This design comes from an exercise in tuning for small area, a short achievable clock period and few clock cycles per item on the open sky130 flow, not from production work. RTL that was checked went through simulation tests only; none was proved equivalent to the original. The RTL of runs 1 and 2 was laid out without a check of its function. No activity file was given, so power comes from the tool's default toggle rates.

===== design/flow/design.v =====
module vec_normalize (
  input  logic               clk,
  input  logic               rst,
  input  logic               in_valid,
  output logic               in_ready,
  input  logic signed [27:0] real_1,
  input  logic signed [27:0] imag_1,
  input  logic signed [27:0] real_2,
  input  logic signed [27:0] imag_2,
  input  logic signed [55:0] norm_in,
  output logic               out_valid,
  input  logic               out_ready,
  output logic signed [27:0] q_real_1,
  output logic signed [27:0] q_imag_1,
  output logic signed [27:0] q_real_2,
  output logic signed [27:0] q_imag_2,
  output logic               div_zero,
  output logic               sat
);
  function automatic logic [56:0] bk_add(input logic [55:0] a, input logic [55:0] b, input logic ci);
    logic [56:0] g, p;
    logic [55:0] s;
    g = {a & b, ci};
    p = {a ^ b, 1'b0};
    for (int l = 0; l < 6; l++)
      for (int i = 0; i <= 56; i++)
        if (((i + 1) % (2 << l)) == 0 && i >= (1 << l)) begin
          g[i] = g[i] | (p[i] & g[i - (1 << l)]);
          p[i] = p[i] & p[i - (1 << l)];
        end
    for (int l = 5; l >= 0; l--)
      for (int i = 0; i <= 56; i++)
        if (((i + 1) % (2 << l)) == (1 << l) && i >= (2 << l))
          g[i] = g[i] | (p[i] & g[i - (1 << l)]);
    s = a ^ b ^ g[55:0];
    bk_add = {g[56], s};
  endfunction
  logic [1:0]  sidx;       
  logic [1:0]  sidx_n;
  logic [1:0]  ycnt;       
  logic        acc;        
  logic [26:0] s_a;        
  logic        s_sg;
  logic [45:0] ys, yc;     
  logic        y_sg;
  logic [27:0] xsel;
  logic [45:0] mys, myc;    
  logic [56:0] msum;       
  logic        yok, load;
  logic        itag;       
  assign sidx_n = load ? sidx + 2'd1 : sidx;
  always_comb begin
    case (sidx_n)
      2'd0: xsel = real_1;
      2'd1: xsel = imag_1;
      2'd2: xsel = real_2;
      default: xsel = imag_2;
    endcase
  end
  logic cs1, cs2, cs3, cs4, cs5, cs6, cs7, cs8, cs9, cs10, cs11, cs12, cs13, cs14, cs15, cs16, cs17, cs18, cs19, cs20, cs21, cs22, cs23, cs24, cs25, cs26, cs27, cs28, cs29, cs30, cs31, cs32, cs33, cs34, cs35, cs36, cs37, cs38, cs39, cs40, cs41, cs42, cs43, cs44, cs45, cs46, cs47, cs48, cs49, cs50, cs51, cs52, cs53, cs54, cs55, cs56, cs57, cs58, cs59, cs60, cs61, cs62, cs63, cs64, cs65, cs66, cs67, cs68, cs69, cs70, cs71, cs72, cs73, cs74, cs75, cs76, cs77, cs78, cs79, cs80, cs81, cs82, cs83, cs84, cs85, cs86, cs87, cs88, cs89, cs90, cs91, cs92, cs93, cs94, cs95, cs96, cs97, cs98, cs99, cs100, cs101, cs102, cs103, cs104, cs105, cs106, cs107, cs108, cs109, cs110, cs111, cs112, cs113, cs114, cs115, cs116, cs117, cs118, cs119, cs120, cs121, cs122, cs123, cs124, cs125, cs126, cs127, cs128, cs129, cs130, cs131, cs132, cs133, cs134, cs135, cs136, cs137, cs138, cs139, cs140, cs141, cs142, cs143, cs144, cs145, cs146, cs147, cs148, cs149, cs150, cs151, cs152, cs153, cs154, cs155, cs156, cs157, cs158, cs159, cs160, cs161, cs162, cs163, cs164, cs165, cs166, cs167, cs168, cs169, cs170, cs171, cs172, cs173, cs174, cs175, cs176, cs177, cs178, cs179, cs180, cs181, cs182, cs183, cs184, cs185, cs186, cs187, cs188, cs189, cs190, cs191, cs192, cs193, cs194, cs195, cs196, cs197, cs198, cs199, cs200, cs201, cs202, cs203, cs204, cs205, cs206, cs207, cs208, cs209, cs210, cs211, cs212, cs213, cs214, cs215, cs216, cs217, cs218, cs219, cs220, cs221, cs222, cs223, cs224, cs225, cs226, cs227, cs228, cs229, cs230, cs231, cs232, cs233, cs234, cs235, cs236, cs237, cs238, cs239, cs240, cs241, cs242, cs243, cs244, cs245, cs246, cs247, cs248, cs249, cs250, cs251, cs252, cs253, cs254, cs255, cs256, cs257, cs258, cs259, cs260;
  assign cs1 = s_a[0] ^ s_a[19];
  assign cs2 = s_a[0] & s_a[19];
  assign cs3 = s_a[1] ^ s_a[20];
  assign cs4 = s_a[1] & s_a[20];
  assign cs5 = s_a[2] ^ s_a[21];
  assign cs6 = s_a[2] & s_a[21];
  assign cs7 = s_a[3] ^ s_a[22];
  assign cs8 = s_a[3] & s_a[22];
  assign cs9 = s_a[4] ^ s_a[23];
  assign cs10 = s_a[4] & s_a[23];
  assign cs11 = s_a[5] ^ s_a[24];
  assign cs12 = s_a[5] & s_a[24];
  assign cs13 = s_a[6] ^ s_a[25];
  assign cs14 = s_a[6] & s_a[25];
  assign cs15 = s_a[7] ^ s_a[26];
  assign cs16 = s_a[7] & s_a[26];
  assign cs17 = s_a[11] ^ ~s_a[0];
  assign cs18 = s_a[11] & ~s_a[0];
  assign cs19 = s_a[12] ^ ~s_a[1];
  assign cs20 = s_a[12] & ~s_a[1];
  assign cs21 = s_a[13] ^ ~s_a[2];
  assign cs22 = s_a[13] & ~s_a[2];
  assign cs23 = s_a[14] ^ ~s_a[3];
  assign cs24 = s_a[14] & ~s_a[3];
  assign cs25 = s_a[15] ^ ~s_a[4];
  assign cs26 = s_a[15] & ~s_a[4];
  assign cs27 = s_a[16] ^ ~s_a[5];
  assign cs28 = s_a[16] & ~s_a[5];
  assign cs29 = s_a[17] ^ ~s_a[0] ^ ~s_a[6];
  assign cs30 = (s_a[17] & ~s_a[0]) | (s_a[17] & ~s_a[6]) | (~s_a[0] & ~s_a[6]);
  assign cs31 = ~s_a[8] ^ ~s_a[12];
  assign cs32 = ~s_a[8] & ~s_a[12];
  assign cs33 = s_a[18] ^ ~s_a[1] ^ ~s_a[7];
  assign cs34 = (s_a[18] & ~s_a[1]) | (s_a[18] & ~s_a[7]) | (~s_a[1] & ~s_a[7]);
  assign cs35 = ~s_a[9] ^ ~s_a[13];
  assign cs36 = ~s_a[9] & ~s_a[13];
  assign cs37 = ~s_a[2] ^ ~s_a[8] ^ ~s_a[10];
  assign cs38 = (~s_a[2] & ~s_a[8]) | (~s_a[2] & ~s_a[10]) | (~s_a[8] & ~s_a[10]);
  assign cs39 = ~s_a[14] ^ s_sg ^ cs1;
  assign cs40 = (~s_a[14] & s_sg) | (~s_a[14] & cs1) | (s_sg & cs1);
  assign cs41 = ~s_a[3] ^ ~s_a[9] ^ ~s_a[11];
  assign cs42 = (~s_a[3] & ~s_a[9]) | (~s_a[3] & ~s_a[11]) | (~s_a[9] & ~s_a[11]);
  assign cs43 = ~s_a[15] ^ cs2 ^ cs3;
  assign cs44 = (~s_a[15] & cs2) | (~s_a[15] & cs3) | (cs2 & cs3);
  assign cs45 = ~s_a[4] ^ ~s_a[10] ^ ~s_a[12];
  assign cs46 = (~s_a[4] & ~s_a[10]) | (~s_a[4] & ~s_a[12]) | (~s_a[10] & ~s_a[12]);
  assign cs47 = ~s_a[16] ^ cs4 ^ cs5;
  assign cs48 = (~s_a[16] & cs4) | (~s_a[16] & cs5) | (cs4 & cs5);
  assign cs49 = ~s_a[5] ^ ~s_a[11] ^ ~s_a[13];
  assign cs50 = (~s_a[5] & ~s_a[11]) | (~s_a[5] & ~s_a[13]) | (~s_a[11] & ~s_a[13]);
  assign cs51 = ~s_a[17] ^ cs6 ^ cs7;
  assign cs52 = (~s_a[17] & cs6) | (~s_a[17] & cs7) | (cs6 & cs7);
  assign cs53 = ~s_a[6] ^ ~s_a[12] ^ ~s_a[14];
  assign cs54 = (~s_a[6] & ~s_a[12]) | (~s_a[6] & ~s_a[14]) | (~s_a[12] & ~s_a[14]);
  assign cs55 = ~s_a[18] ^ cs8 ^ cs9;
  assign cs56 = (~s_a[18] & cs8) | (~s_a[18] & cs9) | (cs8 & cs9);
  assign cs57 = ~s_a[7] ^ ~s_a[13] ^ ~s_a[15];
  assign cs58 = (~s_a[7] & ~s_a[13]) | (~s_a[7] & ~s_a[15]) | (~s_a[13] & ~s_a[15]);
  assign cs59 = ~s_a[19] ^ cs10 ^ cs11;
  assign cs60 = (~s_a[19] & cs10) | (~s_a[19] & cs11) | (cs10 & cs11);
  assign cs61 = ~s_a[8] ^ ~s_a[14] ^ ~s_a[16];
  assign cs62 = (~s_a[8] & ~s_a[14]) | (~s_a[8] & ~s_a[16]) | (~s_a[14] & ~s_a[16]);
  assign cs63 = ~s_a[20] ^ cs12 ^ cs13;
  assign cs64 = (~s_a[20] & cs12) | (~s_a[20] & cs13) | (cs12 & cs13);
  assign cs65 = ~s_a[9] ^ ~s_a[15] ^ ~s_a[17];
  assign cs66 = (~s_a[9] & ~s_a[15]) | (~s_a[9] & ~s_a[17]) | (~s_a[15] & ~s_a[17]);
  assign cs67 = ~s_a[21] ^ cs14 ^ cs15;
  assign cs68 = (~s_a[21] & cs14) | (~s_a[21] & cs15) | (cs14 & cs15);
  assign cs69 = s_a[8] ^ ~s_a[10] ^ ~s_a[16];
  assign cs70 = (s_a[8] & ~s_a[10]) | (s_a[8] & ~s_a[16]) | (~s_a[10] & ~s_a[16]);
  assign cs71 = ~s_a[18] ^ ~s_a[22] ^ cs16;
  assign cs72 = (~s_a[18] & ~s_a[22]) | (~s_a[18] & cs16) | (~s_a[22] & cs16);
  assign cs73 = s_a[9] ^ ~s_a[11] ^ ~s_a[17];
  assign cs74 = (s_a[9] & ~s_a[11]) | (s_a[9] & ~s_a[17]) | (~s_a[11] & ~s_a[17]);
  assign cs75 = ~s_a[19] ^ ~s_a[23];
  assign cs76 = ~s_a[19] & ~s_a[23];
  assign cs77 = s_a[10] ^ ~s_a[12] ^ ~s_a[18];
  assign cs78 = (s_a[10] & ~s_a[12]) | (s_a[10] & ~s_a[18]) | (~s_a[12] & ~s_a[18]);
  assign cs79 = ~s_a[20] ^ ~s_a[24];
  assign cs80 = ~s_a[20] & ~s_a[24];
  assign cs81 = s_a[11] ^ ~s_a[13] ^ ~s_a[19];
  assign cs82 = (s_a[11] & ~s_a[13]) | (s_a[11] & ~s_a[19]) | (~s_a[13] & ~s_a[19]);
  assign cs83 = ~s_a[21] ^ ~s_a[25];
  assign cs84 = ~s_a[21] & ~s_a[25];
  assign cs85 = s_a[12] ^ ~s_a[14] ^ ~s_a[20];
  assign cs86 = (s_a[12] & ~s_a[14]) | (s_a[12] & ~s_a[20]) | (~s_a[14] & ~s_a[20]);
  assign cs87 = ~s_a[22] ^ ~s_a[26];
  assign cs88 = ~s_a[22] & ~s_a[26];
  assign cs89 = s_a[13] ^ ~s_a[15] ^ ~s_a[21];
  assign cs90 = (s_a[13] & ~s_a[15]) | (s_a[13] & ~s_a[21]) | (~s_a[15] & ~s_a[21]);
  assign cs91 = ~s_a[23] ^ 1'b1;
  assign cs92 = ~s_a[23] & 1'b1;
  assign cs93 = s_a[14] ^ ~s_a[16] ^ ~s_a[22];
  assign cs94 = (s_a[14] & ~s_a[16]) | (s_a[14] & ~s_a[22]) | (~s_a[16] & ~s_a[22]);
  assign cs95 = ~s_a[24] ^ 1'b1;
  assign cs96 = ~s_a[24] & 1'b1;
  assign cs97 = s_a[15] ^ ~s_a[17] ^ ~s_a[23];
  assign cs98 = (s_a[15] & ~s_a[17]) | (s_a[15] & ~s_a[23]) | (~s_a[17] & ~s_a[23]);
  assign cs99 = ~s_a[25] ^ 1'b1;
  assign cs100 = ~s_a[25] & 1'b1;
  assign cs101 = s_a[16] ^ ~s_a[18] ^ ~s_a[24];
  assign cs102 = (s_a[16] & ~s_a[18]) | (s_a[16] & ~s_a[24]) | (~s_a[18] & ~s_a[24]);
  assign cs103 = ~s_a[26] ^ 1'b1;
  assign cs104 = ~s_a[26] & 1'b1;
  assign cs105 = s_a[17] ^ ~s_a[19];
  assign cs106 = s_a[17] & ~s_a[19];
  assign cs107 = s_a[18] ^ ~s_a[20];
  assign cs108 = s_a[18] & ~s_a[20];
  assign cs109 = s_a[9] ^ ~s_a[0];
  assign cs110 = s_a[9] & ~s_a[0];
  assign cs111 = s_a[10] ^ ~s_a[1];
  assign cs112 = s_a[10] & ~s_a[1];
  assign cs113 = ~s_a[2] ^ ~s_a[6] ^ ~s_sg;
  assign cs114 = (~s_a[2] & ~s_a[6]) | (~s_a[2] & ~s_sg) | (~s_a[6] & ~s_sg);
  assign cs115 = ~s_a[3] ^ ~s_a[7] ^ cs18;
  assign cs116 = (~s_a[3] & ~s_a[7]) | (~s_a[3] & cs18) | (~s_a[7] & cs18);
  assign cs117 = ~s_a[4] ^ ~s_a[8] ^ cs20;
  assign cs118 = (~s_a[4] & ~s_a[8]) | (~s_a[4] & cs20) | (~s_a[8] & cs20);
  assign cs119 = ~s_a[5] ^ ~s_a[9] ^ cs22;
  assign cs120 = (~s_a[5] & ~s_a[9]) | (~s_a[5] & cs22) | (~s_a[9] & cs22);
  assign cs121 = ~s_a[6] ^ ~s_a[10] ^ cs24;
  assign cs122 = (~s_a[6] & ~s_a[10]) | (~s_a[6] & cs24) | (~s_a[10] & cs24);
  assign cs123 = ~s_a[7] ^ ~s_a[11] ^ cs26;
  assign cs124 = (~s_a[7] & ~s_a[11]) | (~s_a[7] & cs26) | (~s_a[11] & cs26);
  assign cs125 = ~s_sg ^ cs28 ^ cs29;
  assign cs126 = (~s_sg & cs28) | (~s_sg & cs29) | (cs28 & cs29);
  assign cs127 = cs30 ^ cs32 ^ cs33;
  assign cs128 = (cs30 & cs32) | (cs30 & cs33) | (cs32 & cs33);
  assign cs129 = cs34 ^ cs36 ^ cs37;
  assign cs130 = (cs34 & cs36) | (cs34 & cs37) | (cs36 & cs37);
  assign cs131 = cs38 ^ cs40 ^ cs41;
  assign cs132 = (cs38 & cs40) | (cs38 & cs41) | (cs40 & cs41);
  assign cs133 = cs42 ^ cs44 ^ cs45;
  assign cs134 = (cs42 & cs44) | (cs42 & cs45) | (cs44 & cs45);
  assign cs135 = cs46 ^ cs48 ^ cs49;
  assign cs136 = (cs46 & cs48) | (cs46 & cs49) | (cs48 & cs49);
  assign cs137 = cs50 ^ cs52 ^ cs53;
  assign cs138 = (cs50 & cs52) | (cs50 & cs53) | (cs52 & cs53);
  assign cs139 = cs54 ^ cs56 ^ cs57;
  assign cs140 = (cs54 & cs56) | (cs54 & cs57) | (cs56 & cs57);
  assign cs141 = cs58 ^ cs60 ^ cs61;
  assign cs142 = (cs58 & cs60) | (cs58 & cs61) | (cs60 & cs61);
  assign cs143 = cs62 ^ cs64 ^ cs65;
  assign cs144 = (cs62 & cs64) | (cs62 & cs65) | (cs64 & cs65);
  assign cs145 = cs66 ^ cs68 ^ cs69;
  assign cs146 = (cs66 & cs68) | (cs66 & cs69) | (cs68 & cs69);
  assign cs147 = cs70 ^ cs72 ^ cs73;
  assign cs148 = (cs70 & cs72) | (cs70 & cs73) | (cs72 & cs73);
  assign cs149 = cs74 ^ cs76 ^ cs77;
  assign cs150 = (cs74 & cs76) | (cs74 & cs77) | (cs76 & cs77);
  assign cs151 = cs78 ^ cs80 ^ cs81;
  assign cs152 = (cs78 & cs80) | (cs78 & cs81) | (cs80 & cs81);
  assign cs153 = cs82 ^ cs84 ^ cs85;
  assign cs154 = (cs82 & cs84) | (cs82 & cs85) | (cs84 & cs85);
  assign cs155 = cs86 ^ cs88 ^ cs89;
  assign cs156 = (cs86 & cs88) | (cs86 & cs89) | (cs88 & cs89);
  assign cs157 = cs90 ^ cs92 ^ cs93;
  assign cs158 = (cs90 & cs92) | (cs90 & cs93) | (cs92 & cs93);
  assign cs159 = cs94 ^ cs96 ^ cs97;
  assign cs160 = (cs94 & cs96) | (cs94 & cs97) | (cs96 & cs97);
  assign cs161 = cs98 ^ cs100 ^ cs101;
  assign cs162 = (cs98 & cs100) | (cs98 & cs101) | (cs100 & cs101);
  assign cs163 = ~s_a[25] ^ cs102 ^ cs104;
  assign cs164 = (~s_a[25] & cs102) | (~s_a[25] & cs104) | (cs102 & cs104);
  assign cs165 = ~s_a[26] ^ 1'b1 ^ cs106;
  assign cs166 = (~s_a[26] & 1'b1) | (~s_a[26] & cs106) | (1'b1 & cs106);
  assign cs167 = s_a[19] ^ ~s_a[21];
  assign cs168 = s_a[19] & ~s_a[21];
  assign cs169 = s_a[20] ^ ~s_a[22];
  assign cs170 = s_a[20] & ~s_a[22];
  assign cs171 = s_a[21] ^ ~s_a[23];
  assign cs172 = s_a[21] & ~s_a[23];
  assign cs173 = s_a[22] ^ ~s_a[24];
  assign cs174 = s_a[22] & ~s_a[24];
  assign cs175 = s_a[23] ^ ~s_a[25];
  assign cs176 = s_a[23] & ~s_a[25];
  assign cs177 = s_a[24] ^ ~s_a[26];
  assign cs178 = s_a[24] & ~s_a[26];
  assign cs179 = s_a[5] ^ ~s_a[0];
  assign cs180 = s_a[5] & ~s_a[0];
  assign cs181 = s_a[6] ^ ~s_a[1];
  assign cs182 = s_a[6] & ~s_a[1];
  assign cs183 = s_a[7] ^ ~s_a[2];
  assign cs184 = s_a[7] & ~s_a[2];
  assign cs185 = s_a[8] ^ ~s_a[3];
  assign cs186 = s_a[8] & ~s_a[3];
  assign cs187 = ~s_a[4] ^ ~s_sg ^ cs109;
  assign cs188 = (~s_a[4] & ~s_sg) | (~s_a[4] & cs109) | (~s_sg & cs109);
  assign cs189 = ~s_a[5] ^ cs110 ^ cs111;
  assign cs190 = (~s_a[5] & cs110) | (~s_a[5] & cs111) | (cs110 & cs111);
  assign cs191 = cs17 ^ cs112 ^ cs113;
  assign cs192 = (cs17 & cs112) | (cs17 & cs113) | (cs112 & cs113);
  assign cs193 = cs19 ^ cs114 ^ cs115;
  assign cs194 = (cs19 & cs114) | (cs19 & cs115) | (cs114 & cs115);
  assign cs195 = cs21 ^ cs116 ^ cs117;
  assign cs196 = (cs21 & cs116) | (cs21 & cs117) | (cs116 & cs117);
  assign cs197 = cs23 ^ cs118 ^ cs119;
  assign cs198 = (cs23 & cs118) | (cs23 & cs119) | (cs118 & cs119);
  assign cs199 = cs25 ^ cs120 ^ cs121;
  assign cs200 = (cs25 & cs120) | (cs25 & cs121) | (cs120 & cs121);
  assign cs201 = cs27 ^ cs122 ^ cs123;
  assign cs202 = (cs27 & cs122) | (cs27 & cs123) | (cs122 & cs123);
  assign cs203 = cs31 ^ cs124 ^ cs125;
  assign cs204 = (cs31 & cs124) | (cs31 & cs125) | (cs124 & cs125);
  assign cs205 = cs35 ^ cs126 ^ cs127;
  assign cs206 = (cs35 & cs126) | (cs35 & cs127) | (cs126 & cs127);
  assign cs207 = cs39 ^ cs128 ^ cs129;
  assign cs208 = (cs39 & cs128) | (cs39 & cs129) | (cs128 & cs129);
  assign cs209 = cs43 ^ cs130 ^ cs131;
  assign cs210 = (cs43 & cs130) | (cs43 & cs131) | (cs130 & cs131);
  assign cs211 = cs47 ^ cs132 ^ cs133;
  assign cs212 = (cs47 & cs132) | (cs47 & cs133) | (cs132 & cs133);
  assign cs213 = cs51 ^ cs134 ^ cs135;
  assign cs214 = (cs51 & cs134) | (cs51 & cs135) | (cs134 & cs135);
  assign cs215 = cs55 ^ cs136 ^ cs137;
  assign cs216 = (cs55 & cs136) | (cs55 & cs137) | (cs136 & cs137);
  assign cs217 = cs59 ^ cs138 ^ cs139;
  assign cs218 = (cs59 & cs138) | (cs59 & cs139) | (cs138 & cs139);
  assign cs219 = cs63 ^ cs140 ^ cs141;
  assign cs220 = (cs63 & cs140) | (cs63 & cs141) | (cs140 & cs141);
  assign cs221 = cs67 ^ cs142 ^ cs143;
  assign cs222 = (cs67 & cs142) | (cs67 & cs143) | (cs142 & cs143);
  assign cs223 = cs71 ^ cs144 ^ cs145;
  assign cs224 = (cs71 & cs144) | (cs71 & cs145) | (cs144 & cs145);
  assign cs225 = cs75 ^ cs146 ^ cs147;
  assign cs226 = (cs75 & cs146) | (cs75 & cs147) | (cs146 & cs147);
  assign cs227 = cs79 ^ cs148 ^ cs149;
  assign cs228 = (cs79 & cs148) | (cs79 & cs149) | (cs148 & cs149);
  assign cs229 = cs83 ^ cs150 ^ cs151;
  assign cs230 = (cs83 & cs150) | (cs83 & cs151) | (cs150 & cs151);
  assign cs231 = cs87 ^ cs152 ^ cs153;
  assign cs232 = (cs87 & cs152) | (cs87 & cs153) | (cs152 & cs153);
  assign cs233 = cs91 ^ cs154 ^ cs155;
  assign cs234 = (cs91 & cs154) | (cs91 & cs155) | (cs154 & cs155);
  assign cs235 = cs95 ^ cs156 ^ cs157;
  assign cs236 = (cs95 & cs156) | (cs95 & cs157) | (cs156 & cs157);
  assign cs237 = cs99 ^ cs158 ^ cs159;
  assign cs238 = (cs99 & cs158) | (cs99 & cs159) | (cs158 & cs159);
  assign cs239 = cs103 ^ cs160 ^ cs161;
  assign cs240 = (cs103 & cs160) | (cs103 & cs161) | (cs160 & cs161);
  assign cs241 = cs105 ^ cs162 ^ cs163;
  assign cs242 = (cs105 & cs162) | (cs105 & cs163) | (cs162 & cs163);
  assign cs243 = cs107 ^ cs164 ^ cs165;
  assign cs244 = (cs107 & cs164) | (cs107 & cs165) | (cs164 & cs165);
  assign cs245 = cs108 ^ cs166 ^ cs167;
  assign cs246 = (cs108 & cs166) | (cs108 & cs167) | (cs166 & cs167);
  assign cs247 = 1'b1 ^ cs168 ^ cs169;
  assign cs248 = (1'b1 & cs168) | (1'b1 & cs169) | (cs168 & cs169);
  assign cs249 = 1'b1 ^ cs170 ^ cs171;
  assign cs250 = (1'b1 & cs170) | (1'b1 & cs171) | (cs170 & cs171);
  assign cs251 = 1'b1 ^ cs172 ^ cs173;
  assign cs252 = (1'b1 & cs172) | (1'b1 & cs173) | (cs172 & cs173);
  assign cs253 = 1'b1 ^ cs174 ^ cs175;
  assign cs254 = (1'b1 & cs174) | (1'b1 & cs175) | (cs174 & cs175);
  assign cs255 = 1'b1 ^ cs176 ^ cs177;
  assign cs256 = (1'b1 & cs176) | (1'b1 & cs177) | (cs176 & cs177);
  assign cs257 = s_a[25] ^ cs178;
  assign cs258 = s_a[25] & cs178;
  assign cs259 = s_a[26] ^ 1'b1;
  assign cs260 = s_a[26] & 1'b1;
  assign mys = {cs258, cs256, cs254, cs252, cs250, cs248, cs246, cs244, cs242, cs240, cs238, cs236, cs234, cs232, cs230, cs228, cs226, cs224, cs222, cs220, cs218, cs216, cs214, cs212, cs210, cs208, cs206, cs204, cs202, cs200, cs198, cs196, cs194, cs192, cs190, cs188, cs186, cs184, cs182, cs180, ~s_sg, s_a[4], s_a[3], s_a[2], s_a[1], s_a[0]};
  assign myc = {cs259, cs257, cs255, cs253, cs251, cs249, cs247, cs245, cs243, cs241, cs239, cs237, cs235, cs233, cs231, cs229, cs227, cs225, cs223, cs221, cs219, cs217, cs215, cs213, cs211, cs209, cs207, cs205, cs203, cs201, cs199, cs197, cs195, cs193, cs191, cs189, cs187, cs185, cs183, cs181, cs179, 1'b0, 1'b0, 1'b0, 1'b0, s_sg};
  assign msum = bk_add({10'd0, ys}, {10'd0, yc}, 1'b0);
  assign in_ready = acc;
  assign yok = ~acc & ycnt[1];    
  always_ff @(posedge clk) begin
    s_a  <= xsel[26:0] ^ {27{xsel[27]}};
    s_sg <= xsel[27];
    ys   <= mys;
    yc   <= myc;
    y_sg <= s_sg;
    if (rst) begin
      sidx <= '0;
      ycnt <= '0;
      acc  <= 1'b0;
      itag <= 1'b0;
    end else begin
      if (acc) begin
        if (in_valid) begin
          acc  <= 1'b0;
          ycnt <= '0;
        end
      end else if (load) begin
        sidx <= sidx_n;
        ycnt <= 2'd1;
        if (sidx == 2'd3) begin
          acc  <= 1'b1;
          itag <= ~itag;
        end
      end else if (!in_valid) begin
        ycnt <= '0;
      end else if (!ycnt[1]) begin
        ycnt <= ycnt + 2'd1;
      end
    end
  end
  logic [5:0]  nmsb_in;    
  logic        big_in, dz_in;
  logic [63:0]  lzv;
  logic [383:0] lzi;
  always_comb begin
    lzv = {10'd0, norm_in[53:0]};
    lzi = '0;
    for (int lv = 0; lv < 6; lv++)
      for (int i = 0; i < (64 >> (lv + 1)); i++) begin
        lzi[6*i +: 6] = lzv[2*i+1] ? (lzi[6*(2*i+1) +: 6] | 6'(1 << lv)) : lzi[6*(2*i) +: 6];
        lzv[i] = lzv[2*i+1] | lzv[2*i];
      end
    nmsb_in = lzi[5:0];
  end
  assign dz_in  = norm_in[55] | (norm_in == '0);
  assign big_in = dz_in | norm_in[54];
  logic [1:0]        run, fin, ld, free, xfer, last, satd;
  logic [1:0][4:0]   j;          
  logic [1:0][52:0]  r;          
  logic [1:0][8:0]   l;          
  logic [1:0][15:0]  qp;         
  logic [1:0]        c_sg, c_sat;
  logic [1:0][1:0]   cidx;       
  logic [1:0][53:0]  t, d;
  logic [1:0]        ge, z3, z8, sk3, sk8;
  logic [1:0][15:0]  qp_n;
  logic [1:0][53:0]  nrm;        
  logic [1:0][5:0]   nmsb;       
  logic [1:0]        big, dz, ctag;
  logic [1:0][54:0]  sm;         
  logic [1:0]        wv, wsg, wsat, wdz, wbw, wtag;
  logic              otag;       
  logic [1:0][15:0]  wq;
  logic [1:0][1:0]   widx;
  logic [1:0][16:0]  wdat;
  logic              ov, vfree;
  for (genvar u = 0; u < 2; u++) begin : g_div
    logic [56:0] dsum;
    logic [15:0] mag;
    assign t[u] = {r[u], l[u][8]};
    assign dsum = bk_add({2'd0, t[u]}, {2'b11, ~nrm[u]}, 1'b1);
    assign d[u] = dsum[53:0];
    assign ge[u] = ~dsum[55] & ~big[u];    
    always_comb begin
      sm[u][54] = big[u];
      for (int i = 0; i < 54; i++) sm[u][i] = big[u] | (6'(i) <= nmsb[u]);
    end
    always_comb begin
      z3[u] = 1'b1;
      z8[u] = 1'b1;
      for (int i = 0; i < 53; i++) begin
        if (i + 4 <= 54) begin
          if (r[u][i] & ~sm[u][i+4]) z3[u] = 1'b0;
        end else if (r[u][i]) z3[u] = 1'b0;
        if (i + 9 <= 54) begin
          if (r[u][i] & ~sm[u][i+9]) z8[u] = 1'b0;
        end else if (r[u][i]) z8[u] = 1'b0;
      end
    end
    assign sk8[u]  = (j[u] >= 5'd8) & z8[u];
    assign sk3[u]  = ~sk8[u] & (j[u] >= 5'd3) & z3[u];
    assign last[u] = run[u] & (j[u] == 5'd0);
    assign satd[u] = run[u] & ~sk8[u] & ~sk3[u] & (j[u] == 5'd16) & ge[u];
    assign wbw[u]  = wv[u] & ~ov & (wtag[u] == otag);
    assign xfer[u] = (last[u] | fin[u]) & (~wv[u] | wbw[u]);
    assign free[u] = (~run[u] & ~fin[u]) | xfer[u];
    always_comb begin
      qp_n[u] = qp[u];
      if (run[u]) begin
        if (sk8[u])      qp_n[u] = {qp[u][7:0], 8'd0};
        else if (sk3[u]) qp_n[u] = {qp[u][12:0], 3'd0};
        else             qp_n[u] = {qp[u][14:0], ge[u]};
      end
    end
    assign mag = wsat[u] ? 16'hffff : wq[u];
    assign wdat[u] = wsg[u] ? 17'(-{1'b0, mag}) : {1'b0, mag};
    always_ff @(posedge clk) begin
      if (ld[u]) begin
        r[u] <= {7'd0, msum[45:9]};
        l[u] <= msum[8:0];
        j[u] <= 5'd16;
      end else if (sk8[u]) begin
        r[u] <= {r[u][44:0], l[u][8:1]};
        l[u] <= {l[u][0], 8'd0};
        j[u] <= j[u] - 5'd8;
      end else if (sk3[u]) begin
        r[u] <= {r[u][49:0], l[u][8:6]};
        l[u] <= {l[u][5:0], 3'd0};
        j[u] <= j[u] - 5'd3;
      end else begin
        r[u] <= ge[u] ? d[u][52:0] : t[u][52:0];
        l[u] <= {l[u][7:0], 1'b0};
        j[u] <= j[u] - 5'd1;
      end
      qp[u] <= qp_n[u];
      if (satd[u]) c_sat[u] <= 1'b1;
      if (ld[u]) begin
        c_sg[u]  <= y_sg;
        c_sat[u] <= 1'b0;
        cidx[u]  <= sidx;
        ctag[u]  <= itag;
        nrm[u]   <= norm_in[53:0];
        nmsb[u]  <= nmsb_in;
        big[u]   <= big_in;
        dz[u]    <= dz_in;
      end
      if (xfer[u]) begin
        wq[u]   <= qp_n[u];
        wsg[u]  <= c_sg[u];
        wsat[u] <= c_sat[u];
        wdz[u]  <= dz[u];
        widx[u] <= cidx[u];
        wtag[u] <= ctag[u];
      end
      if (rst) begin
        run[u] <= 1'b0;
        fin[u] <= 1'b0;
        wv[u]  <= 1'b0;
      end else begin
        wv[u] <= xfer[u] | (wv[u] & ~wbw[u]);
        if (ld[u]) begin
          run[u] <= 1'b1;
          fin[u] <= 1'b0;
        end else begin
          if (run[u] & (last[u] | satd[u])) run[u] <= 1'b0;
          fin[u] <= satd[u] | ((fin[u] | last[u]) & ~xfer[u]);
        end
      end
    end
  end
  assign ld[0] = yok & free[0];
  assign ld[1] = yok & ~free[0] & free[1];
  assign load  = ld[0] | ld[1];
  logic [3:0][16:0] ob;
  logic [2:0]       wcnt;       
  logic [2:0]       wcnt_n;
  logic             osat, odz;
  assign wcnt_n = wcnt + {2'd0, wbw[0]} + {2'd0, wbw[1]};
  always_ff @(posedge clk) begin
    for (int k = 0; k < 4; k++) begin
      if (wbw[0] & (widx[0] == 2'(k)))      ob[k] <= wdat[0];
      else if (wbw[1] & (widx[1] == 2'(k))) ob[k] <= wdat[1];
    end
    if (wbw[0] | wbw[1]) begin
      odz  <= wbw[0] ? wdz[0] : wdz[1];
      osat <= ((wcnt != 3'd0) & osat) | (wbw[0] & wsat[0]) | (wbw[1] & wsat[1]);
    end
    if (rst) begin
      wcnt <= '0;
      ov   <= 1'b0;
      otag <= 1'b0;
    end else if (ov) begin
      if (out_ready) begin
        ov   <= 1'b0;
        wcnt <= '0;
        otag <= ~otag;
      end
    end else begin
      wcnt <= wcnt_n;
      ov   <= wcnt_n[2];
    end
  end
  assign out_valid = ov;
  assign q_real_1  = {{11{ob[0][16]}}, ob[0]};
  assign q_imag_1  = {{11{ob[1][16]}}, ob[1]};
  assign q_real_2  = {{11{ob[2][16]}}, ob[2]};
  assign q_imag_2  = {{11{ob[3][16]}}, ob[3]};
  assign div_zero  = odz;
  assign sat       = osat;
endmodule

===== design/flow/flow/run.sh =====
#!/bin/bash
# The standard flow, with its timing repair aimed at a period well below the
# clock's and plain buffers on the ports; make's output goes to standard.log,
# each ORFS step's to its own log under orfs/logs.
bash standard.sh SETUP_SLACK_MARGIN=7.5 TNS_END_PERCENT=100 CORE_UTILIZATION=40 \
  "BUFFER_PORTS_ARGS=-buffer_cell sky130_fd_sc_hd__buf_2" finish > standard.log 2>&1

===== design/flow/standard.sh =====
#!/bin/bash
# synth_recipe.tcl (not shown) runs the flow's synth.tcl, then flattens the netlist and writes it again
# the make line also repeats each setting of config.mk as NAME=value (left out here)
make -C /OpenROAD-flow-scripts/flow DESIGN_CONFIG=/design/flow/config.mk WORK_HOME=/design/flow/orfs CLKGATE_MAP_FILE= SYNTH_SCRIPT=/design/flow/synth_recipe.tcl "${@:-finish}"

===== design/flow/config.mk =====
export PLATFORM = sky130hd
export DESIGN_NAME = vec_normalize
export DESIGN_NICKNAME = vec_normalize
export VERILOG_FILES = /design/flow/design.v
export SDC_FILE = /design/flow/constraint.sdc
export NUM_CORES = 4
export LEC_CHECK = 0
export CAP_MARGIN = 20
export CORE_MARGIN = 2
export CORE_UTILIZATION = 40
export SLEW_MARGIN = 20

===== design/flow/constraint.sdc =====
create_clock -name core_clock -period 11.0 [get_ports {clk}]
set_input_delay 2.2000 -clock core_clock [delete_from_list [all_inputs] [get_ports {clk}]]
set_output_delay 2.2000 -clock core_clock [all_outputs]
set_load 0.01 [all_outputs]

==> results of run 1 <==
[area by class of cell]
cell class              instances  area (um^2)
well taps                    1155         1445
clock inverters                35        405.4
inverters                     364         1386
multi-input cells            2432        20590
flip-flops and latches        547        13460
fillers                      7846        43430
clock buffers                  81         1765
repair inverters                1        7.507
repair buffers                490         4110
diodes                          7        17.52
[cells by family after synthesis]
logic type,Yosys count,synth area share [%]
AO/OA/AOI/OAI,990,19.06
multiplexers,135,5.006
AND/OR/NAND/NOR,805,10.63
flip-flops,547,38.44
adder cells (fa/ha/maj),367,16.50
buffers and inverters,590,7.054
XOR/XNOR,132,3.314
[path summary, 6_finish.rpt]
| path | to | cells past startpoint | slack (ns) |
|---|---|---|---|
| worst max-delay path | r[49]$_SDFF_PP0_ | 16 | 7.33 |
| worst max register to register | r[49]$_SDFF_PP0_ | 16 | 7.33 |
| worst min-delay path | wtag[1]$_DFFE_PP_ | 0 | 0.42 |
| worst min register to register | wtag[1]$_DFFE_PP_ | 0 | 0.42 |
[cells in the mapped netlist (18+ instances only)]
cell | n | share of area (%)
fa_1 | 157 | 9.0
o221ai_1 | 43 | 1.1
a21oi_1 | 250 | 3.6
a22oi_1 | 33 | 0.71
xnor2_1 | 46 | 1.2
nor2_1 | 263 | 2.8
edfxtp_1 | 246 | 21
nor3_1 | 58 | 0.83
o21ai_0 | 185 | 2.7
a211oi_1 | 31 | 0.67
nand2_1 | 244 | 2.6
nand3_1 | 40 | 0.57
a221o_1 | 35 | 1.0
dfxtp_1 | 301 | 17
a21o_1 | 56 | 1.2
mux2_2 | 36 | 1.2
o21a_1 | 24 | 0.52
o31ai_1 | 35 | 0.75
xor2_1 | 86 | 2.2
mux2i_1 | 71 | 2.0
a221oi_1 | 59 | 1.5
o22ai_1 | 57 | 1.0
mux4_2 | 28 | 1.8
or3_1 | 18 | 0.32
inv_1 | 363 | 3.9
nand2b_1 | 28 | 0.50
nand4_1 | 19 | 0.34
clkbuf_1 | 119 | 1.3
ha_1 | 204 | 7.3
buf_2 | 38 | 0.55
nor4_1 | 18 | 0.32
buf_4 | 51 | 1.1
and3_1 | 36 | 0.65
a31oi_1 | 19 | 0.34
[placed cells by master (no fill, tap or decap), drive strengths merged, types with 24 or more instances in the layout]
cell / netlist / layout
clkbuf: 119 / 87
a221oi: 59 / 59
mux2i: 71 / 71
nand2: 246 / 246
dfxtp: 301 / 301
o21ai: 190 / 190
inv: 363 / 367
o22ai: 57 / 57
nor3: 59 / 59
xor2: 86 / 87
a221o: 35 / 35
mux4: 28 / 29
fa: 157 / 157
nor2: 263 / 264
buf: 107 / 481
o31ai: 35 / 35
a21o: 56 / 56
nand3: 40 / 40
nand2b: 28 / 28
ha: 204 / 204
a22oi: 33 / 33
o21a: 24 / 24
xnor2: 46 / 46
o221ai: 43 / 43
a21oi: 250 / 250
and3: 36 / 36
a211oi: 31 / 31
edfxtp: 246 / 246
mux2: 36 / 36
[registers in the layout, indices dropped and copies added, names as in the netlist, 4 cells and up]
signal,cells
l,18
j,10
ys,46
nrm,108
cidx,4
wq,32
ob,68
r,106
widx,4
nmsb,12
yc,42
qp,32
s_a,27
[worst max-delay path, stage by stage (launching register included)]
cell	delay [ns]
edfxtp_1	0.48
inv_1	0.11
ha_1	0.38
nand3_2	0.15
nor2_4	0.19
a211oi_4	0.08
buf_6	0.14
nor4_4	0.41
a32o_2	0.25
buf_6	0.12
nor2_4	0.03
o21ai_2	0.18
a21o_1	0.14
a21oi_2	0.06
fa_2	0.54
a311oi_2	0.08
a22o_1	0.20
[metal layers]
metal | vias up | track usage (%) | part of all wire (%)
met5 | - | 0 | 0.038
met4 | 8 | 14.38 | 5.9
li1 | 13544 | - | -
met2 | 1585 | 43.56 | 46
met1 | 14692 | 33.87 | 39
met3 | 359 | 5.356 | 8.9
[what timing repair did]
item                       4_1_cts  5_1_grt
setup endpoints to repair      341      215
resized for setup              250      255
setup buffers                   91       54
hold endpoints to repair         0        0
cloned                          18        8
pin swaps                       63      115
[report_power, final]
part           leakage (nW)  switching [W]  total, W  internal (W)
Sequential             4.74       0.000728   0.00333       0.00261
Clock                  1.05       0.000919   0.00220       0.00128
Combinational          12.5        0.00334   0.00585       0.00251
Total                  18.3        0.00499    0.0114       0.00639
[through the flow]
stage | instance area, um^2 | utilization [%] | hold slack [ns] | setup slack (ns) | std cells
detailed placement | 37090 | 42.82 | 0.4045 | 6.329 | 4817
finish | 43190 | 49.86 | 0.4171 | 7.329 | 5112
global route | 43170 | 49.84 | 0.4233 | 7.264 | 5106
CTS | 41560 | 47.98 | 0.4196 | 7.286 | 5042
global placement | 37090 | 42.82 | 0.4011 | 6.421 | 4817
floorplan | 34950 | - | 0.3546 | 7.393 | 3566
==> flow_metrics.tcl, run 1 <==
set metrics [dict create \
    htree_levels 2 \
    dieWidth_um 299.3 \
    drtIter0Drc 3141 \
    clkSinkCount 547 \
    synth_edf_count 246 \
    antenna_found_initial 13 \
    outcome "no timing/DRC/antenna violations" \
    power_w 0.01138 \
    finalCriticalPeriod_ns 3.671 \
    max-cap-violations 0 \
    clk_latency_ns 0.66 \
    cts_tree "yes" \
    cp.required_ns 11.53 \
    synth_nets 4099 \
    grt_pass1_vias 28904 \
    drc 0 \
    slew_headroom_pct 20.59 \
    dr.pass1.iters 6 \
    vdd_drop_max_v 0.0001516 \
    leakagePower_nw 18.27 \
    coreArea_um2 86620 \
    dp_hpwl_um 87960 \
    cts_buffer_depth 3 \
    hp-class "reg -> reg" \
    maxSlewViolCount 0 \
    rows 108 \
    ios 288 \
    dominantRegCellSynth "dfxtp_1" \
    cp_data_arrival_time_ns 4.21 \
    final_nets 4430 \
    syn-cell-area_um2 34890 \
    initial_core_util_pct 40.28 \
    design.die.area_um2 89600 \
    ys_async_sr_fraction_pct 0 \
    period_share_pct 33.37 \
    min_from "ctag[1]$_DFFE_PP_" \
    ctsHoldBuffers 0 \
    reg2reg_from "nrm[10]$_DFFE_PP_" \
    critPathLaunch "nrm[10]$_DFFE_PP_" \
    wirelength_um 126500 \
    place_congestion 0.9706 \
    startpoint_type "register" \
    setup_tns_ns 0 \
    ys_types 83 \
    viasPerCell 5.905 \
    ant_nets 0 \
    gr-usage-all-layers_pct 26.88 \
    ys_warn_count 1 \
    max_freq_mhz 272.4 \
    cts_buffers 61 \
    die_height_um 299.3 \
    grt_max_degree 80 \
    worst_pin_slew_ns 1.191 \
    routedWlPerCell_um 24.74 \
    port-buffer-count 287 \
    syn_area_per_cell_um2 9.784 \
    hold_violations 0 \
    grt_pass1_wl_um 183000 \
    synthesis.instances 3566 \
    vias 30188 \
    fin_skew_ns 0.03205 \
    area_delta_synth_final_pct 23.78 \
    cts-root-buf "clkbuf_16" \
    setup.worst_path.end_class "register" \
    finalSetupViolCount 0 \
    powerDensity_nw_per_um2 263.5 \
    clkTransAtPathRegs_ns 0.06 \
    crit_fanout 3 \
    synth_seq_cells 547 \
    crit_type "reg -> reg" \
    rsz0062_at_grt "true" \
    drive_gt1_share_pct 24.25 \
    gr-total-overflow 0 \
    yosysSeqAreaShare_pct 38.44 \
]
==> run 2, diff against run 1 <==
==> design/flow/flow/run.sh (replaced) <==
#!/bin/bash
# The standard flow, with its timing repair aimed at a period well below the
# clock's and plain buffers on the ports; make's output goes to standard.log,
# each ORFS step's to its own log under orfs/logs.
bash standard.sh SETUP_SLACK_MARGIN=8.0 TNS_END_PERCENT=100 CORE_UTILIZATION=40 \
  "BUFFER_PORTS_ARGS=-buffer_cell sky130_fd_sc_hd__buf_2" finish > standard.log 2>&1
==> flow_metrics.tcl, run 2 <==
set metrics [dict create \
    ys_types 83 \
    gr-total-overflow 0 \
    wirelength_um 139300 \
    finalSetupViolCount 0 \
    vdd_drop_max_v 0.0001622 \
    final_nets 4658 \
    max-cap-violations 0 \
    syn_area_per_cell_um2 9.784 \
    setup_tns_ns 0 \
    r2r_end "r[49]$_SDFF_PP0_" \
    maxSlewViolCount 0 \
    routedWlPerCell_um 26.05 \
    syn-cell-area_um2 34890 \
    vias 32370 \
    grt_pass1_wl_um 198400 \
    outcome "no timing/DRC/antenna violations" \
    leakagePower_nw 20.27 \
    gr-usage-all-layers_pct 29.45 \
    place_congestion 0.9457 \
    grt_max_degree 76 \
    synth.top_cell.area_share_pct 21.17 \
    power_w 0.01243 \
    hp-class "reg -> reg" \
    crit_fanout 6 \
    rows 108 \
    initial_core_util_pct 40.28 \
    reg_top3 "nrm (108), r (106), ob (68)" \
    worst_pin_slew_ns 1.040 \
    cp.required_ns 11.52 \
    clkSinkCount 547 \
    cts_buffer_depth 3 \
    hold_depth 0 \
    finalCriticalPeriod_ns 3.637 \
    port-buffer-count 287 \
    synth_edf_count 246 \
    coreArea_um2 86620 \
    ys_async_sr_fraction_pct 0 \
    slew_headroom_pct 30.70 \
    dp.cells 4819 \
    layout_common_cells "344 x inv_1, 250 x dfxtp_1, 246 x edfxtp_1" \
    synth_commonest_cells "363 x inv_1, 301 x dfxtp_1, 263 x nor2_1" \
    setup.worst_path.end_class "register" \
    synth_seq_cells 547 \
    yosysSeqAreaShare_pct 38.44 \
    startpoint_type "register" \
    synth_top_area_cell "edfxtp_1" \
    viasPerCell 6.055 \
    rrSetupSlack_ns 7.36 \
    cp_data_arrival_time_ns 4.16 \
    design_area_um2 48390 \
    cts-root-buf "clkbuf_16" \
    dr.pass1.iters 7 \
    synthesis.instances 3566 \
    crit_type "reg -> reg" \
    drive_gt1_share_pct 35.25 \
    layout_commonest_cell "inv_1" \
    rsz0062_at_grt "true" \
    fin_skew_ns 0.02536 \
    largest_reg_flops 108 \
    clk_latency_ns 0.64 \
    drtIter0Drc 3775 \
    ios 288 \
    hold_end "wtag[0]$_DFFE_PP_" \
    design.die.area_um2 89600 \
    hold_violations 0 \
    max_freq_mhz 275.0 \
    stdcell_count 5346 \
    dominantRegCellSynth "dfxtp_1" \
    placed_cell_area_um2 37360 \
    synth_nets 4099 \
    drc 0 \
    cts_tree "yes" \
    cts_buffers 66 \
    clkTransAtPathRegs_ns 0.07 \
    die_height_um 299.3 \
    yosysMostFrequentCell "inv_1" \
    ys_warn_count 1 \
    yosys-top-cells-area "edfxtp_1 21%, dfxtp_1 17%, fa_1 9.0%" \
    reg2reg_from "r[4]$_DFF_P_" \
    grt_pass1_vias 31156 \
    ant_nets 0 \
    area_delta_synth_final_pct 38.71 \
    htree_levels 3 \
    regMostFlops "nrm" \
    powerDensity_nw_per_um2 256.8 \
    min_from "ctag[0]$_DFFE_PP_" \
    antenna_found_initial 23 \
    dp_hpwl_um 88250 \
    dieWidth_um 299.3 \
    r2r_cells 14 \
    period_share_pct 33.06 \
]
## run 2: power by group
part           internal, W  leakage [nW]  switching, W
clock              0.00123          1.04      0.000939
combinational      0.00305          14.5       0.00381
sequential         0.00261          4.75      0.000796
total              0.00689          20.3       0.00554
## run 2: how the worst max path moves through the flow
stage,startpoint,to,slack (ns),cells past startpoint
6_report,r[4]$_DFF_P_,r[49]$_SDFF_PP0_,7.36,14
5_1_grt,r[31]$_DFF_P_,r[49]$_SDFF_PP0_,7.29,14
4_1_cts,nrm[11]$_DFFE_PP_,r[51]$_SDFF_PP0_,7.41,15
3_5_place_dp,nmsb[11]$_DFFE_PP_,fin[1]$_SDFF_PP0_,5.74,11
3_3_place_gp,nmsb[11]$_DFFE_PP_,fin[1]$_SDFF_PP0_,5.77,11
2_1_floorplan,norm_in[49],big[0]$_DFFE_PP_,7.40,5
## run 2: what timing repair did
item / in CTS / in global routing
cloned: 51 / 11
pin swaps: 239 / 199
setup buffers: 256 / 75
endpoints found under the setup margin: 522 / 432
resized for setup: 764 / 355
hold buffers: 0 / 0
## run 2: final cells by class
cell class / count / area [um^2]
sequential: 547 / 13500
antenna: 12 / 30.03
multi-input combinational: 2438 / 22720
tap: 1155 / 1445
inverter: 364 / 1403
timing repair inverter: 1 / 7.507
clock buffer: 96 / 1834
timing repair buffer: 707 / 7194
clock inverter: 26 / 260.3
fill: 7228 / 38220
## run 2: critical path: stages, from the launching register on
cell,delay (ns)
dfxtp_1,0.56
ha_1,0.30
o21a_1,0.12
o21ai_2,0.17
a21oi_4,0.07
a211oi_4,0.25
buf_6,0.17
nor4_4,0.07
a32o_2,0.29
o21a_4,0.24
o31a_4,0.30
buf_12,0.16
buf_16,0.14
or4_1,0.46
a22o_1,0.20
## run 2: metal layers
metal  part of all wire (%)  track usage, %
met5                   0.10               0
met4                    7.6           17.89
met2                     45           47.36
met3                     11           8.031
met1                     36           35.19
## run 2: cell families after synthesis
family,Yosys count,synth area share [%]
compound gates,990,19.06
simple gates,805,10.63
buf+inv,590,7.054
flops,547,38.44
fa+ha+maj,367,16.50
mux,135,5.006
xor+xnor,132,3.314
## run 2: through the flow
stage	utilization (%)	setup WS, ns	hold slack (ns)
2_1_floorplan	-	7.405	0.3546
3_3_place_gp	43.14	5.767	0.4024
3_5_place_dp	43.14	5.740	0.4045
4_1_cts	53.05	7.407	0.4084
5_1_grt	55.84	7.289	0.4145
6_report	55.87	7.363	0.4164
==> run 3, diff against run 2 <==
--- a/design/flow/design.v
+++ b/design/flow/design.v
@@ -395,5 +395,5 @@
     logic [15:0] mag;
     assign t[u] = {r[u], l[u][8]};
-    assign dsum = bk_add({2'd0, t[u]}, {2'b11, ~nrm[u]}, 1'b1);
+    assign dsum = {3'd0, t[u]} - {3'd0, nrm[u]};
     assign d[u] = dsum[53:0];
     assign ge[u] = ~dsum[55] & ~big[u];    
==> design/flow/flow/run.sh (replaced) <==
#!/bin/bash
# The standard flow, with its timing repair aimed at a period well below the
# clock's and plain buffers on the ports; make's output goes to standard.log,
# each ORFS step's to its own log under orfs/logs.
bash standard.sh SETUP_SLACK_MARGIN=7.5 TNS_END_PERCENT=100 CORE_UTILIZATION=55 \
  "BUFFER_PORTS_ARGS=-buffer_cell sky130_fd_sc_hd__buf_2" finish > standard.log 2>&1
==> flow_metrics.tcl, run 3 <==
set metrics [dict create \
    syn-cell-area_um2 36220 \
    crit_type "reg -> out" \
    cts_buffers 60 \
    hold_depth 0 \
    cts-root-buf "clkbuf_16" \
    max_freq_mhz 280.2 \
    maxSlewViolCount 0 \
    ys_types 104 \
    antenna_found_initial 10 \
    period_share_pct 32.44 \
    syn_area_per_cell_um2 9.302 \
    cp.required_ns 8.80 \
    cp_slowest_stage_delay_ns 0.39 \
    cp_cell_sequence "buf_4 -> buf_2" \
    design.die.area_um2 67930 \
    drtIter0Drc 4411 \
    r2r_end "r[84]$_DFF_P_" \
    max-cap-violations 0 \
    setup_tns_ns 0 \
    drc 0 \
    worst_pin_slew_ns 1.102 \
    vdd_drop_max_v 0.0004219 \
    yosys-top-cells-area "edfxtp_1 20%, dfxtp_1 17%, ha_1 7.0%" \
    grt_max_degree 70 \
    ant_nets 0 \
    finalSetupViolCount 0 \
    crit_fanout 6 \
    htree_levels 2 \
    cts_buffer_depth 3 \
    cp_data_arrival_time_ns 1.37 \
    hold_violations 0 \
    grt_pass1_wl_um 200800 \
    area_delta_synth_final_pct 19.35 \
    largest_reg_flops 108 \
    fin_util_pct 65.99 \
    reg2reg_from "nrm[54]$_DFFE_PP_" \
    final_nets 4673 \
    busiest_layer "met2" \
    clk_latency_ns 0.67 \
    outcome "no timing/DRC/antenna violations" \
    ios 288 \
    rrSetupSlack_ns 7.44 \
    drive_gt1_share_pct 21.45 \
    synth_commonest_cells "336 x inv_1, 315 x nor2_1, 301 x dfxtp_1" \
    finalCriticalPeriod_ns 3.569 \
    dieWidth_um 260.6 \
    synthesis.instances 3894 \
    synth_nets 4375 \
    clkTransAtPathRegs_ns 0.07 \
    cpMaxStageDelayCell "edfxtp_1" \
    clkSinkCount 547 \
    routedWlPerCell_um 27.46 \
    rows 94 \
    grt_pass1_vias 32585 \
    startpoint_type "register" \
    rsz0062_at_grt "true" \
    place_congestion 1.017 \
    gr-usage-all-layers_pct 39.30 \
    reg_top3 "nrm (108), r (106), ob (68)" \
    yosysMostFrequentCell "inv_1" \
    grt.met1_usage_pct 50.73 \
    hp-class "reg -> reg" \
    r2r_cells 14 \
    met3_usage_pct 8.615 \
    layout_commonest_cell "inv_1" \
    setup.worst_path.end_class "primary output" \
    initial_core_util_pct 55.29 \
    dominantRegCellSynth "dfxtp_1" \
    synth_seq_cells 547 \
    die_height_um 260.6 \
    viasPerCell 6.647 \
    wirelength_um 140400 \
    fin_skew_ns 0.06604 \
    ctsHoldBuffers 0 \
    vias 33997 \
    synth.top_cell.area_share_pct 20.39 \
    coreArea_um2 65510 \
    port-buffer-count 287 \
    min_from "cidx[0]$_DFFE_PP_" \
    gr-total-overflow 0 \
    powerDensity_nw_per_um2 276.9 \
    ys_async_sr_fraction_pct 0 \
    synth_top_area_cell "edfxtp_1" \
    regMostFlops "nrm" \
    met2_usage_pct 61.61 \
    slew_headroom_pct 26.31 \
    yosysSeqAreaShare_pct 37.03 \
    dr.pass1.iters 6 \
    dp_hpwl_um 97580 \
    synth_edf_count 246 \
    hold_end "widx[0]$_DFFE_PP_" \
    ys_warn_count 1 \
    leakagePower_nw 18.11 \
    cts_tree "yes" \
    layout_common_cells "328 x inv_1, 305 x nor2_1, 287 x buf_2" \
]
-- run 3: changes by cell type in the layout (fill, tap and decap cells not counted), sizes merged, moves of 24 or more --
| cell | before | now |
|---|---|---|
| buf | 693 | 456 |
| a21oi | 250 | 290 |
| xnor2 | 46 | 71 |
| o22ai | 57 | 82 |
| a221o | 35 | 9 |
| nand2 | 247 | 285 |
| fa | 157 | 107 |
| inv | 366 | 342 |
| nand3 | 40 | 77 |
| a31oi | 19 | 57 |
| a21o | 56 | 89 |
| o21ai | 190 | 241 |
| o221ai | 43 | 13 |
| nor2 | 263 | 319 |
-- run 3: per-stage QoR --
step	cells	instance area, um^2	total power [W]	hold slack [ns]	setup WS [ns]
after detailed placement	4833	37760	0.008703	0.4045	5.718
after global routing	5109	43220	0.01245	0.4257	7.406
after floorplan	3894	36270	0.006596	0.3546	7.295
after CTS	5038	41630	0.01119	0.4135	7.434
after global placement	4833	37760	0.008552	0.4045	5.933
final	5115	43230	0.01197	0.4134	7.431
-- run 3: kinds of logic (layout without fill, tap and decap cells) --
family / after synthesis / after routing / synth area share, %
flip-flops: 547 / 547 / 37.03
adder cells (fa/ha/maj): 314 / 314 / 13.04
buffers and inverters: 582 / 924 / 7.116
XOR/XNOR: 161 / 161 / 3.893
AND/OR/NAND/NOR: 988 / 992 / 12.77
other: 0 / 8 / 0
multiplexers: 126 / 127 / 4.498
AO/OA/AOI/OAI: 1176 / 1178 / 21.66
-- run 3: power by group --
part / leakage, nW / internal, W / switching, W
Clock: 0.969 / 0.00116 / 0.000910
Sequential: 4.75 / 0.00263 / 0.000828
Combinational: 12.4 / 0.00263 / 0.00380
-- run 3: area by class of cell --
type,count,area (um^2)
Antenna cell,8,20.02
Clock buffer,75,1640
Clock inverter,38,386.6
Fill cell,5259,22280
Inverter,339,1295
Multi-Input combinational cell,2772,21740
Sequential cell,547,13460
Tap cell,864,1081
Timing Repair Buffer,472,3613
-- run 3: timing repair --
action | in CTS | in global routing
cloned | 13 | 12
gates resized for setup | 186 | 194
endpoints found under the setup margin | 429 | 282
pin swaps | 34 | 70
hold endpoints to repair | 0 | 0
setup buffers | 79 | 57
-- run 3: worst max-delay path by stage --
stage                   startpoint                to
5_1_grt             yc[16]$_DFF_P_     r[86]$_DFF_P_
6_report          ob[16]$_DFFE_PP_      q_real_1[16]
3_3_place_gp   run[1]$_SDFFE_PP0P_     r[53]$_DFF_P_
3_5_place_dp   run[1]$_SDFFE_PP0P_     r[67]$_DFF_P_
2_1_floorplan          norm_in[45]  big[0]$_DFFE_PP_
4_1_cts           ob[33]$_DFFE_PP_      q_imag_1[18]
-- run 3: per-layer routing --
metal	share of wire (%)	wire (um)	vias up
met5	0.018	25	-
met4	6.6	9249	4
met3	11	14900	534
met2	45	62670	2242
met1	38	53610	16458
li1	-	-	14759
-- run 3: critical path: cells and delay by family (launching register included) --
family	cells	cell delay, ns
buffers and inverters	2	0.32
flip-flops	1	0.39
Testbench counts of run 3, summed over its fixed seeds: cycles 9,352, items 512.
==> run 4, diff against run 3 <==
==> design/flow/flow/run.sh (replaced) <==
#!/bin/bash
# The standard flow, with its timing repair aimed at a period well below the
# clock's and plain buffers on the ports; make's output goes to standard.log,
# each ORFS step's to its own log under orfs/logs.
bash standard.sh SETUP_SLACK_MARGIN=7.5 TNS_END_PERCENT=100 CORE_UTILIZATION=40 \
  "BUFFER_PORTS_ARGS=-buffer_cell sky130_fd_sc_hd__buf_2" finish > standard.log 2>&1
==> flow_metrics.tcl, run 4 <==
set metrics [dict create \
    crit_type "reg -> out" \
    finalSetupViolCount 0 \
    area_delta_synth_final_pct 21.01 \
    cpMaxStageDelayCell "edfxtp_1" \
    synth_nets 4375 \
    finalCriticalPeriod_ns 3.564 \
    maxSlewViolCount 0 \
    max_freq_mhz 280.6 \
    cp.required_ns 8.80 \
    hp-class "reg -> reg" \
    leakagePower_nw 18.23 \
    ant_nets 0 \
    die_height_um 304.9 \
    antenna_found_initial 15 \
    syn-cell-area_um2 36220 \
    slew_headroom_pct 31.86 \
    initial_core_util_pct 40.30 \
    clkTransAtPathRegs_ns 0.06 \
    wirelength_um 135100 \
    drive_gt1_share_pct 21.35 \
    regMostFlops "nrm" \
    worst_pin_slew_ns 1.022 \
    place_ws_ns 5.817 \
    layout_common_cells "330 x inv_1, 305 x nor2_1, 268 x nand2_1" \
    dp.cells 5147 \
    powerDensity_nw_per_um2 271.3 \
    layout_commonest_cell "inv_1" \
    stdcell_count 5421 \
    grt_pass1_vias 30802 \
    ctsHoldBuffers 0 \
    clkSinkCount 547 \
    crit_fanout 4 \
    yosysSeqAreaShare_pct 37.03 \
    port-buffer-count 287 \
    coreArea_um2 89870 \
    ios 288 \
    synth_commonest_cells "336 x inv_1, 315 x nor2_1, 301 x dfxtp_1" \
    dieWidth_um 304.9 \
    rsz0062_at_grt "true" \
    min_from "s_a[0]$_DFF_P_" \
    cp_data_arrival_time_ns 1.36 \
    hold_violations 0 \
    cp_cell_sequence "buf_4 -> buf_2" \
    gr-total-overflow 0 \
    cts_buffers 58 \
    reg2reg_from "nmsb[6]$_DFFE_PP_" \
    yosysMostFrequentCell "inv_1" \
    vias 32639 \
    reg_top3 "nrm (108), r (106), ob (68)" \
    clk_latency_ns 0.64 \
    vdd_drop_max_v 0.0001698 \
    cp_slowest_stage_delay_ns 0.43 \
    dp_hpwl_um 97750 \
    grt_pass1_wl_um 194700 \
    cts_buffer_depth 3 \
    critPathBufInv 2 \
    yosys-top-cells-area "edfxtp_1 20%, dfxtp_1 17%, ha_1 7.0%" \
    drtIter0Drc 3752 \
    synth.top_cell.area_share_pct 20.39 \
    dr.pass1.iters 7 \
    htree_levels 2 \
    final_nets 4669 \
    place_congestion 0.9891 \
    viasPerCell 6.021 \
    dominantRegCellSynth "dfxtp_1" \
    synth_seq_cells 547 \
    critPathLaunch "ob[16]$_DFFE_PP_" \
    fillers 8439 \
    setup_slack_ns 7.436 \
    ys_warn_count 1 \
    syn_area_per_cell_um2 9.302 \
    period_share_pct 32.40 \
    largest_reg_flops 108 \
    fin_skew_ns 0.02044 \
    routedWlPerCell_um 24.91 \
    rows 110 \
    ys_types 104 \
    drc 0 \
    design.die.area_um2 92980 \
    outcome "no timing/DRC/antenna violations" \
    synth_edf_count 246 \
    cts-root-buf "clkbuf_16" \
    gr-usage-all-layers_pct 27.46 \
    fin_util_pct 48.77 \
    setup.worst_path.end_class "primary output" \
    synth_top_area_cell "edfxtp_1" \
    cts_tree "yes" \
    startpoint_type "register" \
    path_delay_family "flip-flops" \
    max-cap-violations 0 \
    synthesis.instances 3894 \
    ys_async_sr_fraction_pct 0 \
    setup_tns_ns 0 \
    grt_max_degree 75 \
]
-- run 4: final cells by class --
type	instances	area, um^2	share of cell area (%)
Multi-Input combinational cell	2772	21590	49.25
Inverter	339	1289	2.940
Clock buffer	86	1838	4.194
Clock inverter	24	301.5	0.6880
Timing Repair Buffer	470	3845	8.772
Sequential cell	547	13480	30.75
Antenna cell	7	17.52	0.03997
Tap cell	1176	1471	3.357
-- run 4: worst reg2reg max path: stages, from the launching register on --
cell	delay (ns)
edfxtp_1	0.43
buf_6	0.14
buf_4	0.12
nor2b_1	0.04
a2bb2oi_1	0.14
o41a_1	0.33
o311a_1	0.39
a2111oi_4	0.43
and3_4	0.28
buf_12	0.10
o21ai_4	0.06
buf_12	0.14
mux2i_1	0.12
or4b_2	0.63
o2111ai_2	0.10
-- run 4: what timing repair did --
action                     4_1_cts  5_1_grt
cloned                          10       12
setup endpoints to repair      401      262
buffers inserted                77       58
gates resized for setup        240      198
pin swaps                       59       66
-- run 4: logic make-up after synthesis --
family / share of synthesized area, %
buf+inv: 7.116
fa+ha+maj: 13.04
compound gates: 21.66
mux: 4.498
xor+xnor: 3.893
flops: 37.03
simple gates: 12.77
-- run 4: final timing paths --
check	slack, ns	endpoint	depth (start not counted)
worst max-delay path	7.44	q_real_1[16]	2
worst max register to register	7.45	j[9]$_SDFF_PP1_	14
worst min-delay path	0.40	ys[0]$_DFF_P_	0
worst min register to register	0.40	ys[0]$_DFF_P_	0
-- run 4: routing by layer --
metal / up-vias / GRT usage [%] / wire length (um) / part of all wire (%)
met5: - / 0 / 137 / 0.10
met4: 20 / 17.22 / 9364 / 6.9
met3: 406 / 5.194 / 12310 / 9.1
met2: 1750 / 43.61 / 60540 / 45
met1: 15696 / 34.46 / 52710 / 39
li1: 14767 / - / - / -
-- run 4: metrics by stage --
step | hold slack (ns) | power (W) | instance area, um^2
floorplan | 0.3546 | 0.006596 | 36270
global placement | 0.3983 | 0.008750 | 38160
detailed placement | 0.3823 | 0.008772 | 38170
CTS | 0.3909 | 0.01132 | 42160
global route | 0.3963 | 0.01249 | 43810
finish | 0.3950 | 0.01189 | 43830
-- run 4: report_power, final --
group / internal (W) / switching [W] / total, W
sequential: 0.00264 / 0.000818 / 0.00346
clock: 0.00130 / 0.000870 / 0.00217
combinational: 0.00255 / 0.00371 / 0.00626

==> re-timing with driven ports <==
The results above use ideal ports. As a check the final layouts listed here were re-extracted and re-timed, cells and wires unchanged.
Step 1 assumes that a clkbuf_16 drives the clock port and a buf_2 every other input.
Step 2 times the ports against the registers' clock, not the clock port: input delays grow and output delays shrink by t, the midpoint of the rising clock arrivals with the driver on.
Slacks: ideal / step 1 / step 2; pairs: ideal / step 1.
run | shift t [ns] | setup slack, ns | worst setup path at the end | worst register clock-pin slew, ns | pins driven straight from the clock port
run 1 | 0.708 | 7.329 / 7.329 / 6.806 | input to register | 0.07 / 0.07 | 1
run 2 | 0.699 | 7.363 / 7.363 / 6.787 | input to register | 0.07 / 0.07 | 1
run 3 | 0.704 | 7.431 / 7.361 / 6.864 | input to register | 0.07 / 0.07 | 1
run 4 | 0.692 | 7.436 / 7.370 / 6.791 | input to register | 0.07 / 0.07 | 1
After both steps setup and hold are still met in every run listed. For run 4, which loses most, drivers alone change the setup slack by -0.066 ns; drivers and shift together by -0.645 ns.
